What follows belongs to an exercise in optimizing a design on an open flow for small area and a short achievable clock period; a production flow would make more cautious choices. The RTL was checked by simulation tests, not by an equivalence proof against the original design. Power is estimated from default activity; no workload was simulated.

File: design/flow/flow/run.sh
#!/bin/bash
# Standard layout, with the ports buffered by buf_4 cells instead of the default buffer
# and no dummy loads in the clock tree.
set -e
export BUFFER_PORTS_ARGS="-buffer_cell sky130_fd_sc_hd__buf_4"
export CTS_ARGS="-sink_clustering_enable -repair_clock_nets -sink_clustering_size 24 -sink_clustering_max_diameter 70 -buf_list {sky130_fd_sc_hd__clkbuf_8 sky130_fd_sc_hd__clkbuf_16} -dont_use_dummy_load"
bash standard.sh > standard_flow.log 2>&1
File: design/flow/standard.sh
#!/bin/bash
# synth_recipe.tcl (not shown) runs the flow's synth.tcl, then flattens the netlist and writes it again
# the make line also repeats each setting of config.mk as NAME=value (left out here)
make -C /OpenROAD-flow-scripts/flow DESIGN_CONFIG=/design/flow/config.mk WORK_HOME=/design/flow/orfs CLKGATE_MAP_FILE= SYNTH_SCRIPT=/design/flow/synth_recipe.tcl "${@:-finish}"
File: design/flow/design.v
module dcache_dm (
  input  logic        CLK,
  input  logic        nRST,
  input  logic        halt,
  input  logic        dmemREN,
  input  logic        dmemWEN,
  input  logic        datomic,
  input  logic [31:0] dmemaddr,
  input  logic [31:0] dmemstore,
  output logic        dhit,
  output logic [31:0] dmemload,
  output logic        dREN,
  output logic        dWEN,
  output logic [31:0] daddr,
  output logic [31:0] dstore,
  input  logic        dwait,
  input  logic [31:0] dload,
  output logic        flushed
);
  logic s_idle, s_wb0, s_wb1, s_ld0, s_ld1, s_flush, s_fwb0, s_fwb1, s_done, s_fl;
  logic [7:0]  valid, dirty;
  logic [25:0] tags   [8];
  logic [31:0] words0 [8];
  logic [31:0] words1 [8];
  logic [2:0]  cnt;
  logic [25:0] req_tag;
  logic [2:0]  req_idx;
  logic        req_off;
  logic        req, hit, miss, do_write;
  assign req_tag = dmemaddr[31:6];
  assign req_idx = dmemaddr[5:3];
  assign req_off = dmemaddr[2];
  assign req     = dmemREN | dmemWEN;
  logic [2:0]  ridx;
  logic        roff;
  logic [25:0] rtag;
  logic [31:0] rword;
  assign ridx  = s_fl ? cnt : req_idx;
  assign roff  = s_idle ? req_off : (s_wb1 | s_fwb1);
  assign rtag  = tags[ridx];
  assign rword = roff ? words1[ridx] : words0[ridx];
  assign hit  = s_idle && req && valid[req_idx] && (rtag == req_tag);
  assign miss = s_idle && req && !hit && !halt;
  logic [31:0] link;
  logic        link_valid;
  logic        link_eq, sc_ok;
  assign link_eq  = (link == dmemaddr);
  assign sc_ok    = link_valid && link_eq;
  assign do_write = hit && dmemWEN && (!datomic || sc_ok);
  always_ff @(posedge CLK or negedge nRST) begin
    if (!nRST)                              link_valid <= 1'b0;
    else if (hit && !dmemWEN && datomic)    link_valid <= 1'b1;
    else if (do_write && link_eq)           link_valid <= 1'b0;
  end
  always_ff @(posedge CLK) begin
    if (hit && !dmemWEN && datomic) link <= dmemaddr;
  end
  logic fl_last, fl_clean;
  assign fl_last  = (cnt == 3'd7);
  assign fl_clean = !dirty[cnt];
  always_ff @(posedge CLK or negedge nRST) begin
    if (!nRST) begin
      s_idle  <= 1'b1;
      s_wb0   <= 1'b0;
      s_wb1   <= 1'b0;
      s_ld0   <= 1'b0;
      s_ld1   <= 1'b0;
      s_flush <= 1'b0;
      s_fwb0  <= 1'b0;
      s_fwb1  <= 1'b0;
      s_done  <= 1'b0;
      s_fl    <= 1'b0;
    end else begin
      s_idle  <= s_idle ? (!halt && !miss) : (s_ld1 && !dwait);
      s_wb0   <= (miss && dirty[req_idx]) || (s_wb0 && dwait);
      s_wb1   <= (s_wb0 && !dwait) || (s_wb1 && dwait);
      s_ld0   <= (miss && !dirty[req_idx]) || (s_wb1 && !dwait) || (s_ld0 && dwait);
      s_ld1   <= (s_ld0 && !dwait) || (s_ld1 && dwait);
      s_flush <= (s_idle && halt) || (s_flush && fl_clean && !fl_last) ||
                 (s_fwb1 && !dwait && !fl_last);
      s_fwb0  <= (s_flush && !fl_clean) || (s_fwb0 && dwait);
      s_fwb1  <= (s_fwb0 && !dwait) || (s_fwb1 && dwait);
      s_done  <= s_done || (s_flush && fl_clean && fl_last) || (s_fwb1 && !dwait && fl_last);
      s_fl    <= (s_idle && halt) || (s_flush && !(fl_clean && fl_last)) || s_fwb0 ||
                 (s_fwb1 && !(!dwait && fl_last));
    end
  end
  assign dhit     = hit;
  assign dmemload = dmemWEN ? {31'b0, datomic & sc_ok} : rword;
  assign dstore   = rword;
  assign dREN     = s_ld0 | s_ld1;
  assign dWEN     = s_wb0 | s_wb1 | s_fwb0 | s_fwb1;
  assign daddr    = {rtag, ridx, (s_wb1 | s_ld1 | s_fwb1), 2'b00};
  assign flushed  = s_done;
  logic [31:0] wdata;
  logic        we0, we1, ld_done, tag_we;
  assign wdata   = s_idle ? dmemstore : dload;
  assign ld_done = s_ld1 && !dwait;
  assign we0     = (do_write && !req_off) || (s_ld0 && !dwait);
  assign we1     = (do_write &&  req_off) || ld_done;
  assign tag_we  = (s_idle && req && !dirty[req_idx]) || (s_wb1 && !dwait);
  always_ff @(posedge CLK) begin
    for (int i = 0; i < 8; i++) begin
      if (we0 && req_idx == i)    words0[i] <= wdata;
      if (we1 && req_idx == i)    words1[i] <= wdata;
      if (tag_we && req_idx == i) tags[i]   <= req_tag;
    end
  end
  always_ff @(posedge CLK or negedge nRST) begin
    if (!nRST) begin
      valid <= '0;
      dirty <= '0;
    end else begin
      for (int i = 0; i < 8; i++) begin
        if (ld_done && req_idx == i) begin
          valid[i] <= 1'b1;
          dirty[i] <= 1'b0;
        end else if (do_write && req_idx == i) begin
          dirty[i] <= 1'b1;
        end else if (s_fwb1 && !dwait && cnt == i) begin
          dirty[i] <= 1'b0;
        end
      end
    end
  end
  always_ff @(posedge CLK or negedge nRST) begin
    if (!nRST) begin
      cnt <= '0;
    end else if ((s_flush && fl_clean) || (s_fwb1 && !dwait)) begin
      if (!fl_last) cnt <= cnt + 3'd1;
    end
  end
endmodule
File: design/flow/constraint.sdc
create_clock -name core_clock -period 6.5 [get_ports {CLK}]
set_input_delay 1.3000 -clock core_clock [delete_from_list [all_inputs] [get_ports {CLK}]]
set_output_delay 1.3000 -clock core_clock [all_outputs]
set_load 0.01 [all_outputs]
File: design/flow/config.mk
export PLATFORM = sky130hd
export DESIGN_NAME = dcache_dm
export DESIGN_NICKNAME = dcache_dm
export VERILOG_FILES = /design/flow/design.v
export SDC_FILE = /design/flow/constraint.sdc
export NUM_CORES = 4
export LEC_CHECK = 0
export ABC_AREA = 1
export CAP_MARGIN = 20
export CORE_MARGIN = 2
export CORE_UTILIZATION = 60
export CTS_BUF_LIST = sky130_fd_sc_hd__clkbuf_8
export CTS_CLUSTER_DIAMETER = 60
export CTS_CLUSTER_SIZE = 20
export SETUP_SLACK_MARGIN = 1.8
export SLEW_MARGIN = 20
==> results of run 1 <==
## final timing paths
kind,endpoint,slack (ns),cells after the start
setup / recovery,dmemload[5],1.82,13
hold / removal,s_done,0.45,1
setup reg to reg,words1[0][3],2.14,19
hold reg to reg,s_done,0.45,1
max in group asynchronous,s_idle,5.53,1
min in group asynchronous,cnt[0],0.63,1
## metal layers
| layer | up-vias | global-route usage |
|---|---|---|
| li1 | 9168 | - |
| met1 | 10300 | 0.453 |
| met2 | 1163 | 0.540 |
| met3 | 168 | 0.0408 |
| met4 | 2 | 0.114 |
| met5 | - | 0 |
## state kept, by name, indices dropped and copies added (netlist names), named ones only
register / cells
words0: 256
words1: 256
tags: 208
link: 32
dirty: 8
valid: 8
cnt: 3
link_valid: 1
s_done: 1
s_fl: 1
s_flush: 1
s_fwb0: 1
s_idle: 1
s_ld0: 1
s_wb0: 1
## worst max-delay path, stage by stage
cell and delay (ns):
buf_6 0.13, inv_4 0.11, nand2_2 0.10, nand2_8 0.15, buf_4 0.15, nand3_4 0.12, inv_6 0.17, buf_16 0.23
a22oi_1 0.14, nand4_1 0.13, o211ai_1 0.13, a21oi_2 0.31, buf_4 0.18
## repair_timing
| action | in CTS | in global routing |
|---|---|---|
| gates cloned | 11 | 1 |
| setup endpoints to repair | 573 | 59 |
| pin swaps | 11 | 11 |
| resized for setup | 71 | 42 |
| buffers inserted | 23 | 1 |
## per-stage QoR
step / hold WS (ns) / setup WS, ns / utilization
global placement: 0.446 / 1.06 / 0.652
floorplan: 0.427 / 1.50 / -
CTS: 0.458 / 1.80 / 0.688
finish: 0.453 / 1.82 / 0.691
global route: 0.471 / 1.77 / 0.691
detailed placement: 0.446 / 1.03 / 0.652
## layout by cell type, fill, tap and decap left out, drive strengths merged, types with 8 or more instances in the layout
cell,instances
xnor2,21
nand2,418
inv,132
o21ai,58
a22oi,181
o211ai,53
buf,290
a22o,8
nand3,55
or2,32
nand4,169
a21oi,128
dfrtp,29
clkbuf,44
edfxtp,752
nor2,140
## area by class of cell
cell class	instances	area (sq um)	share of cell area
sequential	782	23300	0.647
timing repair buffer	295	2660	0.0738
inverter	136	582	0.0161
multi-input combinational	1305	7550	0.209
clock buffer	43	1080	0.0298
tap	688	861	0.0239
## power by group
part	switching [mW]	internal, mW
Combinational	2.27	1.36
Clock	1.51	1.18
Sequential	0.0449	5.61
## kinds of logic after synthesis
| logic type | synth area share |
|---|---|
| and+or+nand+nor | 0.120 |
| other | 0.000119 |
| buffers and inverters | 0.0373 |
| DFF | 0.739 |
| xor gates and xnor gates | 0.00666 |
| AOI/OAI and AO/OA | 0.0942 |
| adders and majority gates | 0.00238 |
| muxes | 0.000317 |
==> results.toml, run 1 <==
[yosys]
synth_top_cells_by_count = "752 x edfxtp_1, 407 x nand2_1, 181 x a22oi_1"
synth.distinct_cells = 49
syn_area_per_cell_sq_um = 13.4
synth_area_leaders = "edfxtp_1 72%, nand2_1 4.8%, a22oi_1 4.3%, nand4_1 3.3%, dfrtp_1 2.3%"
ys.flop_type = "edfxtp_1"
yosysWarnings = 4
synth_edf_count = 752
yosysTopAreaCell = "edfxtp_1"
synth_area_sq_mm = 0.0316
synth_top_area_share = 0.716
synth_seq_cells = 782
yosysMostFrequentCell = "edfxtp_1"
synth-async-reset-ratio = 0.0384
seq_area_frac_synth = 0.739
syn_inst = 2350

[layout]
final_cells = 3249
drive_gt1_frac = 0.183
layout.nets = 2672
n_antenna_cell = 0
fillCellCount = 3640
area_growth_pct = 14.3
final_area_sq_mm = 0.0361

[floorplan]
die_area_sq_mm = 0.0544
fp.dieW_um = 233
dieHeight_um = 233
core_area_sq_mm = 0.0522
design.portCount = 203
row_count = 84
initial_core_util = 0.604

[routing]
wl_met3_mm = 7.80
vias = 20800
wl_met2_mm = 43.1
drtAntennaViolNets = 0
routedWlPerCell_um = 27.3
routedLengthMet1_mm = 34.4
viasPerCell = 6.41
drc = 0
drt-initial-drc-count = 2365
wirelength_mm = 88.6
routed.top_layer = "met5"
drt-pass1-iter-count = 6

[hold_path]
hold_class = "flip-flop to flip-flop"
min_from = "s_done"

[placed_design]
gp_congestion = 0.863
placed_cells = 3170
place_area_sq_mm = 0.0341
dp_hpwl_mm = 46.6
numPortBuffers = 200

[worst_setup_path]
start_kind = "input pin"
cp-startpoint = "dmemaddr[5]"
required_ns = 5.20
arrival_ns = 3.38
critPathKind = "input pin to output pin"
reg2reg_from = "cnt[0]"
worstSetupEndpointType = "output pin"
path_max_fanout = 31

[sta]
tightestPinTransition_ns = 1.03
slew_headroom = 0.306
slew_violations = 0
finalSetupTns_ns = 0
fin_skew_ns = 0.0438
finalHoldViolCount = 0
rsz0062_at_grt = "true"
fmax_mhz = 214
period_share = 0.720
final-setup-viol-count = 0
min_period_ns = 4.68

[pwr]
total_power_mw = 12.0
cellLeakagePower_nw = 12.8
peakVddDrop_uv = 244
power_density_mw_per_mm2 = 332

[grt]
grt_overflow = 0
grt_pass1_wl_mm = 129
grt_max_degree = 47
track_usage = 0.327
antenna_found_initial = 1
first_global_vias = 20000

[clock_network]
postCtsHoldBufs = 0
clkTransAtPathRegs_ns = 0.05
clkLatencyLatePin_ns = 0.61
cts_buffers = 43
cts_tree = "done"
h-tree-depth = 2
clock_path_buffers = 3
cts.sinks = 782
root_buffer = "clkbuf_16"

[flow_run]
maxCapViolations = 0

[status]
status = "no timing/DRC/antenna violations"
==> inputs of run 2 (changes only) <==
==> design/flow/flow/run.sh (replaced) <==
#!/bin/bash
# Standard layout, with the ports buffered by buf_4 cells instead of the default buffer
# and no dummy loads in the clock tree.
set -e
export BUFFER_PORTS_ARGS="-buffer_cell sky130_fd_sc_hd__buf_4"
export CTS_ARGS="-sink_clustering_enable -repair_clock_nets -sink_clustering_size 16 -sink_clustering_max_diameter 50 -buf_list sky130_fd_sc_hd__clkbuf_8 -dont_use_dummy_load"
bash standard.sh > standard_flow.log 2>&1
--- a/design/flow/config.mk
+++ b/design/flow/config.mk
@@ -11,6 +11,6 @@
 export CORE_UTILIZATION = 60
 export CTS_BUF_LIST = sky130_fd_sc_hd__clkbuf_8
-export CTS_CLUSTER_DIAMETER = 60
-export CTS_CLUSTER_SIZE = 20
+export CTS_CLUSTER_DIAMETER = 50
+export CTS_CLUSTER_SIZE = 16
 export SETUP_SLACK_MARGIN = 1.8
 export SLEW_MARGIN = 20
==> run 2 against run 1 <==
Fmax down 1.3%. Sequential cell count is the same. Non-clock buffer count increased by 5. Final area is 0.23% higher. Clock-buffer cell count is 31 higher. Still clean on timing, DRC and antenna. Synthesized cell count did not move. Sequential power about the same. Sequential share of layout area is 0.15 points lower. Setup slack worse by 0.060 ns.
==> results.toml, run 2 <==
[layout]
reg_top3 = "words0: 256 flops, words1: 256 flops, tags: 208 flops"
layout.nets = 2708
final_cell_mix = "752 x edfxtp_1, 398 x nand2_1, 262 x buf_4, 181 x a22oi_1, 169 x nand4_1"
area_growth_pct = 14.6
final_common_cell = "edfxtp_1"
drive_gt1_frac = 0.193
fillCellCount = 3645

[yosys]
ys.flop_type = "edfxtp_1"
synth_top_area_share = 0.716
yosysWarnings = 4
syn_area_per_cell_sq_um = 13.4
synth_top_cells_by_count = "752 x edfxtp_1, 407 x nand2_1, 181 x a22oi_1"
synth-async-reset-ratio = 0.0384
synth.distinct_cells = 49
seq_area_frac_synth = 0.739
synth_edf_count = 752
yosysMostFrequentCell = "edfxtp_1"
synth_area_sq_mm = 0.0316
synth_seq_cells = 782
yosysTopAreaCell = "edfxtp_1"
synth_area_leaders = "edfxtp_1 72%, nand2_1 4.8%, a22oi_1 4.3%, nand4_1 3.3%, dfrtp_1 2.3%"
syn_inst = 2350

[worst_setup_path]
start_kind = "input pin"
worstPathCellList = "buf_4 -> inv_4 -> nand2_8 -> nand2_8 -> buf_4 -> nand2_8 -> or2_1 -> nand3b_1 -> nand2_1 -> nor2_1 -> nand2_1 -> inv_1 -> nand3_4 -> nor2_4 -> buf_6"
required_ns = 5.20
arrival_ns = 3.44
critPathKind = "input pin to output pin"
worstSetupEndpointType = "output pin"
path_max_fanout = 16
reg2reg_to = "words1[0][21]"
reg2reg_from = "cnt[1]"
max_stage_delay_ns = 0.28
cpMostUsedCell = "nand2_8"
reg2reg_depth = 17
cpMaxStageDelayCell = "or2_1"
regToRegSetupSlack_ns = 2.18

[sta]
fmax_mhz = 211
period_share = 0.729
tightestPinTransition_ns = 1.07
rsz0062_at_grt = "true"
fin_skew_ns = 0.0835
finalSetupTns_ns = 0
whs_ns = 0.457
finalHoldViolCount = 0
slew_violations = 0
min_period_ns = 4.74
slew_headroom = 0.279
final-setup-viol-count = 0

[flow_run]
maxCapViolations = 0

[floorplan]
core_area_sq_mm = 0.0522
dieHeight_um = 233
design.portCount = 203
die_area_sq_mm = 0.0544
initial_core_util = 0.604
fp.dieW_um = 233
row_count = 84

[pwr]
internal_power_mw = 8.02
power_density_mw_per_mm2 = 328
peakVddDrop_uv = 245
cellLeakagePower_nw = 12.8
swShare = 0.325
share_clk_of_total_power = 0.213
comb_power_share = 0.310
p_sw_mw = 3.86
seq_power_share = 0.476

[routing]
drtAntennaViolNets = 0
wirelength_mm = 89.6
vias = 21100
viasPerCell = 6.41
drt-pass1-iter-count = 8
routedWlPerCell_um = 27.3
drc = 0
drt-initial-drc-count = 2425

[hold_path]
hold_end = "s_done"
min_from = "s_done"
hold_class = "flip-flop to flip-flop"
hold_depth = 1

[placed_design]
dp_hpwl_mm = 46.6
numPortBuffers = 200
gp_congestion = 0.863

[grt]
track_usage = 0.332
grt_pass1_wl_mm = 130
grt_overflow = 0
first_global_vias = 20400
grt_max_degree = 47
antenna_found_initial = 1

[clock_network]
clkTransAtPathRegs_ns = 0.06
clkLatencyLatePin_ns = 0.69
cts.sinks = 782
postCtsHoldBufs = 0
h-tree-depth = 3
clock_path_buffers = 3
cts_buffers = 74
cts_tree = "done"
root_buffer = "clkbuf_8"

[status]
status = "no timing/DRC/antenna violations"
==> run 2: stage by stage <==
stage | cell area (sq um) | total power [mW] | worst slack [ns] | utilization | instances
2_1_floorplan | 31600 | 7.59 | 1.50 | - | 2351
3_3_place_gp | 34100 | 8.96 | 1.06 | 0.652 | 3170
3_5_place_dp | 34100 | 8.99 | 1.03 | 0.652 | 3170
4_1_cts | 35900 | 11.8 | 1.80 | 0.688 | 3277
5_1_grt | 36200 | 12.4 | 1.72 | 0.692 | 3285
6_report | 36200 | 11.9 | 1.76 | 0.692 | 3286
==> run 2: cell families after synthesis <==
family          count (synthesis)  share of synthesized area
compound gates                449                     0.0942
xor+xnor                       24                    0.00666
fa+ha+maj                       6                    0.00238
buf+inv                       269                     0.0373
flops                         782                      0.739
mux                             1                   0.000317
other cells                     1                   0.000119
simple gates                  818                      0.120
==> run 2: how the worst max path moves through the flow <==
stage / to / startpoint / cells after the start / slack [ns]
2_1_floorplan: words0[0][0] / dmemaddr[3] / 18 / 1.50
3_3_place_gp: words1[0][22] / dmemaddr[4] / 20 / 1.06
3_5_place_dp: dmemload[29] / dmemaddr[4] / 12 / 1.03
4_1_cts: dmemload[29] / dmemaddr[4] / 13 / 1.80
5_1_grt: dhit / cnt[0] / 18 / 1.72
6_report: dhit / dmemaddr[4] / 15 / 1.76
==> run 2: layer usage <==
metal | routed length, um | share of wire | GRT usage
met4 | 3390 | 0.038 | 0.141
met1 | 34700 | 0.39 | 0.452
met3 | 8100 | 0.090 | 0.0514
met2 | 43500 | 0.49 | 0.539
met5 | 0 | 0 | 0
==> run 2: area by class of cell <==
class / instances / area, sq um / share of cell area
Multi-Input combinational cell: 1305 / 7590 / 0.210
Clock buffer: 74 / 1020 / 0.0282
Timing Repair Buffer: 300 / 2750 / 0.0761
Inverter: 136 / 593 / 0.0164
Tap cell: 688 / 861 / 0.0238
Sequential cell: 782 / 23300 / 0.646
Antenna cell: 1 / 2.50 / 0.0000692
==> run 2: worst max-delay path, delay by kind of cell <==
family | cells | cell delay, ns
buf+inv | 5 | 0.66
simple gates | 10 | 1.44
==> run 2: power groups by stage <==
stage          registers [mW]  clock network (mW)  logic, mW
2_1_floorplan            5.74                   0       1.84
3_3_place_gp             5.76                   0       3.20
3_5_place_dp             5.76                   0       3.22
4_1_cts                  5.65                2.58       3.58
5_1_grt                  5.66                2.76       3.95
6_report                 5.66                2.53       3.68
==> run 2: timing repair <==
action | 4_1_cts | 5_1_grt
resized for setup | 81 | 44
cloned | 13 | 1
setup buffers | 20 | 7
pin swaps | 13 | 7
setup endpoints to repair | 460 | 47

==> re-timing with driven ports <==
The results above use ideal ports. As a check the final layouts listed here were re-extracted and re-timed, cells and wires unchanged.
Step 1: set_driving_cell puts a clkbuf_16 on CLK and a buf_2 on each other input, an assumption about the parent block.
Step 2, shift: input delay + t, output delay - t, t = (earliest + latest rising clock arrival at the registers) / 2. This alone moves slack from input paths to output paths.
a / b / c = ideal ports / drivers / drivers and shift; a / b = the first two.
run | shift t [ns] | setup WS [ns] | hold slack, ns | worst register clock-pin slew, ns
run 1 | 0.650 | 1.822 / 1.790 / 1.248 | 0.453 / 0.453 / 0.453 | 0.09 / 0.09
run 2 | 0.705 | 1.762 / 1.740 / 1.279 | 0.457 / 0.457 / 0.457 | 0.10 / 0.10
After both steps setup and hold are still met in every run listed. For run 1, which loses most, drivers alone change the setup slack by -0.032 ns; drivers and shift together by -0.574 ns.
